This is an optimization exercise on Yosys and OpenROAD, whose aim is small area and a short achievable clock period, not a production implementation.
The RTL was checked by simulation tests, not by an equivalence proof against the original design.
No activity file was given, so power comes from the tool's default toggle rates.

--- flow/config.mk ---
export PLATFORM = sky130hd
export DESIGN_NAME = mem_wb_top
export DESIGN_NICKNAME = mem_wb_top
export VERILOG_FILES = /design/flow/design.v
export SDC_FILE = /design/flow/constraint.sdc
export NUM_CORES = 4
export LEC_CHECK = 0
export CAP_MARGIN = 20
export CORE_MARGIN = 2
export CORE_UTILIZATION = 40
export SLEW_MARGIN = 20
export SYNTH_MEMORY_MAX_BITS = 16384
--- flow/run.sh ---
#!/bin/bash
# synth_recipe.tcl (not shown) runs the flow's synth.tcl, then flattens the netlist and writes it again
# the make line also repeats each setting of config.mk as NAME=value (left out here)
make -C /OpenROAD-flow-scripts/flow DESIGN_CONFIG=/design/flow/config.mk WORK_HOME=/design/flow/orfs CLKGATE_MAP_FILE= SYNTH_SCRIPT=/design/flow/synth_recipe.tcl finish
--- flow/design.v ---
`default_nettype none
package cpu_pkg;
    localparam int DATA_W    = 32;             
    localparam int REG_AW    = 5;              
    localparam int RAM_AW    = 8;              
    localparam int RAM_WORDS = 1 << RAM_AW;    
    typedef struct packed {
        logic              mem_to_reg;         
        logic              reg_write;          
        logic [REG_AW-1:0] reg_dest;           
        logic              reg_data_src;       
        logic              pc_src;             
    } wb_ctrl_t;
    typedef struct packed {
        logic [DATA_W-1:0] alu_result;         
        logic [DATA_W-1:0] store_data;         
        logic [DATA_W-1:0] link_pc;            
        logic              mem_read;           
        logic              mem_write;          
        wb_ctrl_t          ctrl;
    } ex_mem_t;
    typedef struct packed {
        logic [DATA_W-1:0] alu_result;
        logic [DATA_W-1:0] link_pc;
        wb_ctrl_t          ctrl;
    } mem_wb_t;
    typedef struct packed {
        logic              reg_write;
        logic [REG_AW-1:0] reg_dest;
        logic [DATA_W-1:0] reg_data;           
        logic              pc_src;
        logic [DATA_W-1:0] pc_target;          
    } wb_out_t;
endpackage
`default_nettype wire
`timescale 1ns/10ps
`default_nettype none
module mem_stage (
    input  logic                       clk,
    input  logic                       rst,
    input  cpu_pkg::ex_mem_t           ex_in,
    output logic [cpu_pkg::RAM_AW-1:0] ram_addr,
    output logic [cpu_pkg::DATA_W-1:0] ram_wdata,
    output logic                       ram_we,
    output cpu_pkg::mem_wb_t           mem_wb,
    output logic                       mem_done
);
    cpu_pkg::ex_mem_t ex_q;        
    logic    access;      
    always_ff @(posedge clk or posedge rst)
    begin
        if (rst)
        begin
            ex_q <= '0;
        end
        else
        begin
            ex_q <= ex_in;
        end
    end
    assign access = ex_q.mem_read | ex_q.mem_write;
    assign ram_addr  = ex_q.alu_result[cpu_pkg::RAM_AW+1:2];    
    assign ram_wdata = ex_q.store_data;
    assign ram_we    = ex_q.mem_write;                 
    always_ff @(posedge clk or posedge rst)
    begin
        if (rst)
        begin
            mem_done <= 1'b0;
        end
        else
        begin
            mem_done <= access;
        end
    end
    always_comb
    begin
        mem_wb            = '0;
        mem_wb.alu_result = ex_q.alu_result;    
        mem_wb.link_pc    = ex_q.link_pc;
        mem_wb.ctrl       = ex_q.ctrl;          
    end
endmodule
`default_nettype wire
`timescale 1ns/10ps
`default_nettype none
module data_ram (
    input  logic                       clk,
    input  logic [cpu_pkg::RAM_AW-1:0] addr,
    input  logic [cpu_pkg::DATA_W-1:0] wdata,
    input  logic                       we,
    output logic [cpu_pkg::DATA_W-1:0] rdata
);
    logic [cpu_pkg::DATA_W-1:0] mem [0:cpu_pkg::RAM_WORDS-1];    
    always_ff @(posedge clk)
    begin
        if (we)
        begin
            mem[addr] <= wdata;
        end
    end
    always_ff @(posedge clk)
    begin
        rdata <= mem[addr];    
    end
endmodule
`default_nettype wire
`timescale 1ns/10ps
`default_nettype none
module write_back (
    input  logic                       clk,
    input  logic                       rst,
    input  cpu_pkg::mem_wb_t           mem_wb,
    input  logic [cpu_pkg::DATA_W-1:0] ram_rdata,
    output cpu_pkg::wb_out_t           wb_out
);
    cpu_pkg::mem_wb_t           wb_q;        
    logic [cpu_pkg::DATA_W-1:0] reg_data;    
    always_ff @(posedge clk or posedge rst)
    begin
        if (rst)
        begin
            wb_q <= '0;    
        end
        else
        begin
            wb_q <= mem_wb;
        end
    end
    always_comb
    begin
        if (wb_q.ctrl.reg_data_src)
        begin
            reg_data = wb_q.link_pc;
        end
        else if (wb_q.ctrl.mem_to_reg)
        begin
            reg_data = ram_rdata;
        end
        else
        begin
            reg_data = wb_q.alu_result;
        end
    end
    always_comb
    begin
        wb_out.reg_write = wb_q.ctrl.reg_write;
        wb_out.reg_dest  = wb_q.ctrl.reg_dest;
        wb_out.reg_data  = reg_data;
        wb_out.pc_src    = wb_q.ctrl.pc_src;
        wb_out.pc_target = wb_q.alu_result;    
    end
endmodule
`default_nettype wire
`timescale 1ns/10ps
`default_nettype none
module mem_wb_subsys (
    input  logic             clk,
    input  logic             rst,
    input  cpu_pkg::ex_mem_t ex_in,
    output logic             mem_done,
    output cpu_pkg::wb_out_t wb_out
);
    logic [cpu_pkg::RAM_AW-1:0] ram_addr;     
    logic [cpu_pkg::DATA_W-1:0] ram_wdata;    
    logic              ram_we;       
    logic [cpu_pkg::DATA_W-1:0] ram_rdata;    
    cpu_pkg::mem_wb_t           mem_wb;       
    mem_stage mem_stage_0 (
        .clk       (clk),
        .rst       (rst),
        .ex_in     (ex_in),
        .ram_addr  (ram_addr),
        .ram_wdata (ram_wdata),
        .ram_we    (ram_we),
        .mem_wb    (mem_wb),
        .mem_done  (mem_done)
    );
    data_ram data_ram_0 (
        .clk   (clk),
        .addr  (ram_addr),
        .wdata (ram_wdata),
        .we    (ram_we),
        .rdata (ram_rdata)
    );
    write_back write_back_0 (
        .clk       (clk),
        .rst       (rst),
        .mem_wb    (mem_wb),
        .ram_rdata (ram_rdata),
        .wb_out    (wb_out)
    );
endmodule
`default_nettype wire
`timescale 1ns/10ps
`default_nettype none
module mem_wb_top (
    input  logic        clk,
    input  logic        rst,
    input  logic [31:0] alu_result,
    input  logic [31:0] store_data,
    input  logic [31:0] link_pc,
    input  logic        mem_read,
    input  logic        mem_write,
    input  logic        mem_to_reg,
    input  logic        reg_write,
    input  logic [4:0]  reg_dest,
    input  logic        reg_data_src,
    input  logic        pc_src,
    output logic        mem_done,
    output logic        wb_reg_write,
    output logic [4:0]  wb_reg_dest,
    output logic [31:0] wb_reg_data,
    output logic        wb_pc_src,
    output logic [31:0] wb_pc_target
);
    cpu_pkg::ex_mem_t ex_in;
    cpu_pkg::wb_out_t wb_out;
    always_comb
    begin
        ex_in                   = '0;
        ex_in.alu_result        = alu_result;
        ex_in.store_data        = store_data;
        ex_in.link_pc           = link_pc;
        ex_in.mem_read          = mem_read;
        ex_in.mem_write         = mem_write;
        ex_in.ctrl.mem_to_reg   = mem_to_reg;
        ex_in.ctrl.reg_write    = reg_write;
        ex_in.ctrl.reg_dest     = reg_dest;
        ex_in.ctrl.reg_data_src = reg_data_src;
        ex_in.ctrl.pc_src       = pc_src;
    end
    mem_wb_subsys mem_wb_subsys_0 (
        .clk      (clk),
        .rst      (rst),
        .ex_in    (ex_in),
        .mem_done (mem_done),
        .wb_out   (wb_out)
    );
    assign wb_reg_write = wb_out.reg_write;
    assign wb_reg_dest  = wb_out.reg_dest;
    assign wb_reg_data  = wb_out.reg_data;
    assign wb_pc_src    = wb_out.pc_src;
    assign wb_pc_target = wb_out.pc_target;
endmodule
`default_nettype wire
--- flow/constraint.sdc ---
create_clock -name core_clock -period 8.0 [get_ports {clk}]
set_input_delay 1.6000 -clock core_clock [delete_from_list [all_inputs] [get_ports {clk}]]
set_output_delay 1.6000 -clock core_clock [all_outputs]
set_load 0.01 [all_outputs]
==> results.json <==
{
  "ios": 181,
  "yosysSeqAreaShare_pct": 79.89,
  "combPwrFrac_pct": 4.7,
  "synth-async-reset-ratio_pct": 2.153,
  "p_switching_w": 0.01995,
  "p_total_w": 0.09145,
  "cts_buffers": 822,
  "slowest_delay_ns": 1.12,
  "arrival_ns": 4.22,
  "finalCoreUtilization_pct": 46.29,
  "yosysWarnings": 4,
  "crit_type": "reg -> out",
  "fmax_mhz": 171.9,
  "hold_path_class": "reg -> reg",
  "crit_buf_inv": 1,
  "yosysTopAreaCellShare_pct": 78.24,
  "syn_inst": 13410,
  "worst_skew_pair.late_latency_ns": 1.21,
  "finalInstanceArea_mm2": 0.3626,
  "crit_family": "multiplexers",
  "grt.total_usage_pct": 22.02,
  "cp_cell_sequence": "mux2i_1 -> o21ai_0 -> clkdlybuf4s50_1",
  "drc_errors": 0,
  "crit_path_end_kind": "output pin",
  "antenna_found_initial": 54,
  "worstSetupStartpointType": "register",
  "required_ns": 6.40,
  "fin_tns_setup_ns": 0,
  "power_density_mw_per_mm2": 252.2,
  "post_dp_cell_area_mm2": 0.3357,
  "setup_violations": 0,
  "grt_max_degree": 160,
  "cts_tree": "yes",
  "avgSynthCellArea_um2": 23.44,
  "first_global_vias": 148200,
  "yosys.cell_types.count": 25,
  "post_cts_buffers": 0,
  "initial_core_util_pct": 40.14,
  "fin_worst_skew_ns": 0.1073,
  "gp_congestion": 0.8221,
  "synth-edff-count": 8192,
  "cts_root_buffer": "clkbuf_16",
  "cp_max_fo": 32,
  "ys.flop_type": "edfxtp_1",
  "yosys.area.top_type": "edfxtp_1",
  "min_period_ns": 5.818,
  "vias": 152500,
  "wl_per_cell_um": 35.31,
  "clk_pin_slew_ns": 0.06,
  "grt_overflow": 0,
  "cts.path.max_buffers": 4,
  "p_int_w": 0.07150,
  "worstMarginPinSlew_ns": 1.368,
  "timing.final.crit_share_pct": 72.72,
  "cts_sinks": 8405,
  "ys_ff_latch": 8405,
  "layout_commonest_cell": "edfxtp_1",
  "via_per_inst": 6.003,
  "fillCellCount": 63940,
  "dieArea_mm2": 0.7931,
  "synthesis.area_mm2": 0.3144,
  "p_seq_share_pct": 53.4,
  "dp_hpwl_um": 529900,
  "die_w_um": 890.6,
  "cts.htree.levels": 6,
  "cap_violations": 0,
  "hold_viol": 0,
  "drtAntennaViolNets": 0,
  "max-vdd-ir-drop_mv": 0.2345,
  "final_cell_mix": "edfxtp_1, mux4_2, a22oi_1, clkbuf_16, a21oi_1",
  "grt_pass1_wl_um": 1235000,
  "yosys-top-cells-area": "edfxtp_1, mux4_2, a22oi_1",
  "layout-drive-gt1-share_pct": 28.80,
  "slew_viol_final": 0,
  "fp-row-count": 325,
  "ctsResizeCount": 0,
  "p_sw_share_pct": 21.82,
  "clkPwrFrac_pct": 42.0,
  "fin_nets": 14320,
  "syn2layout_area_growth_pct": 15.32,
  "cts_hold_buffers": 0,
  "relSlewSlack_pct": 8.814,
  "coreArea_mm2": 0.7832,
  "wl_um": 897100,
  "cpMaxStageDelayCell": "mux2i_1",
  "p_leak_nw": 110.6,
  "drt_iter0_drc": 22300,
  "syn_nets": 13520,
  "outcome": "no timing/DRC/antenna violations",
  "dr.pass1.iters": 5,
  "grt_setup_unrepaired": "false",
  "die_h_um": 890.6,
  "io_buffers": 180
}
-- cell type report --
type / instances / area (um2) / area share (%)
diodes: 48 / 120.1 / 0.03313
clock buffers: 1079 / 22090 / 6.094
clock inverters: 431 / 4499 / 1.241
inverters: 2 / 15.01 / 0.004141
multi-input cells: 4163 / 62920 / 17.35
flip-flops and latches: 8405 / 251300 / 69.31
well taps: 10460 / 13090 / 3.611
repair buffers: 814 / 8516 / 2.349
-- final timing paths --
check / start / end / slack (ns) / cells past startpoint
worst max-delay path: mem_wb_subsys_0.write_back_0.wb_q[8]$_DFF_PP0_ / wb_reg_data[3] / 2.18 / 3
min in group asynchronous: rst / mem_wb_subsys_0.mem_stage_0.ex_q[43]$_DFF_PP0_ / 0.89 / 2
worst min register to register: mem_wb_subsys_0.mem_stage_0.ex_q[102]$_DFF_PP0_ / mem_wb_subsys_0.write_back_0.wb_q[68]$_DFF_PP0_ / 0.33 / 0
max in group asynchronous: rst / mem_wb_subsys_0.write_back_0.wb_q[1]$_DFF_PP0_ / 5.96 / 3
worst min-delay path: mem_wb_subsys_0.mem_stage_0.ex_q[102]$_DFF_PP0_ / mem_wb_subsys_0.write_back_0.wb_q[68]$_DFF_PP0_ / 0.33 / 0
worst max register to register: mem_wb_subsys_0.mem_stage_0.ex_q[78]$_DFF_PP0_ / mem_wb_subsys_0.data_ram_0.rdata[17]$_DFF_P_ / 2.78 / 7
-- through the flow --
step	hold WS (ns)	worst slack (ns)	instances
6_report	0.3258	2.182	25410
5_1_grt	0.3356	2.242	25380
4_1_cts	0.3288	2.177	25350
3_5_place_dp	0.3347	2.812	23840
3_3_place_gp	0.3314	1.618	23770
2_1_floorplan	0.3312	1.485	13410
-- cells by family after synthesis --
group | share of synthesized area (%)
simple gates | 0.5205
mux | 14.77
flops | 79.89
buf+inv | 1.153
compound gates | 3.668
-- Yosys cell counts, drive strengths merged, types with 2 or more instances --
library cell,n
dfxtp,32
mux4,2048
nand2,60
edfxtp,8192
nand2b,6
nand4,32
o41ai,128
mux2i,32
buf,323
a21oi,512
dfrtp,181
nand3,13
nor2b,7
and2,3
o21ai,32
or2,3
a22oi,1024
nor2,232
nor3,30
clkbuf,521
inv,2
-- sequential cells by signal (all words and copies together) (netlist names) --
register and flops:
mem_wb_subsys_0.mem_stage_0.mem_done 1, mem_wb_subsys_0.mem_stage_0.ex_q 107, mem_wb_subsys_0.write_back_0.wb_q 73, mem_wb_subsys_0.data_ram_0.mem 8192
mem_wb_subsys_0.data_ram_0.rdata 32
-- routing by layer --
| layer | vias to the layer above | routed length [um] | GRT usage, % |
|---|---|---|---|
| met5 | - | 161 | 0 |
| met4 | 26 | 34630 | 7.419 |
| met3 | 1235 | 84690 | 3.932 |
| met2 | 8056 | 423200 | 34.56 |
| met1 | 83530 | 354400 | 31.47 |
| li1 | 59650 | - | - |
-- power by group through the flow --
stage	clock network [W]	registers, W	logic, W
6_report	0.0384	0.0488	0.00428
4_1_cts	0.0388	0.0488	0.00429
3_5_place_dp	0	0.0498	0.00428
2_1_floorplan	0	0.0499	0.00206
5_1_grt	0.0405	0.0488	0.00444
3_3_place_gp	0	0.0497	0.00421

[separate check: timing with driven ports]
The flow's constraints put no driver on any port. The routed layout listed below was extracted and timed again, unchanged, in two steps.
Step 1 (the two cells are an assumption about what drives the block):
set clk [get_ports {clk}]
set_driving_cell -lib_cell sky130_fd_sc_hd__clkbuf_16 $clk
set_driving_cell -lib_cell sky130_fd_sc_hd__buf_2 [delete_from_list [all_inputs] $clk]
Step 2 times the ports against the registers' clock, not the clock port: input delays grow and output delays shrink by t, the midpoint of the rising clock arrivals with the driver on.
Slacks: ideal ports / drivers / drivers and shift; pairs: ideal ports / drivers.
t, ns: 1.311
slack for setup (ns): 2.182 / 2.032 / 2.781
slew at the worst register clock pin (ns): 0.07 / 0.07
pins driven straight from the clock port: 1
After both steps setup and hold are still met in this run. The setup slack of this run moves by -0.150 ns with the drivers and by +0.599 ns with both steps.
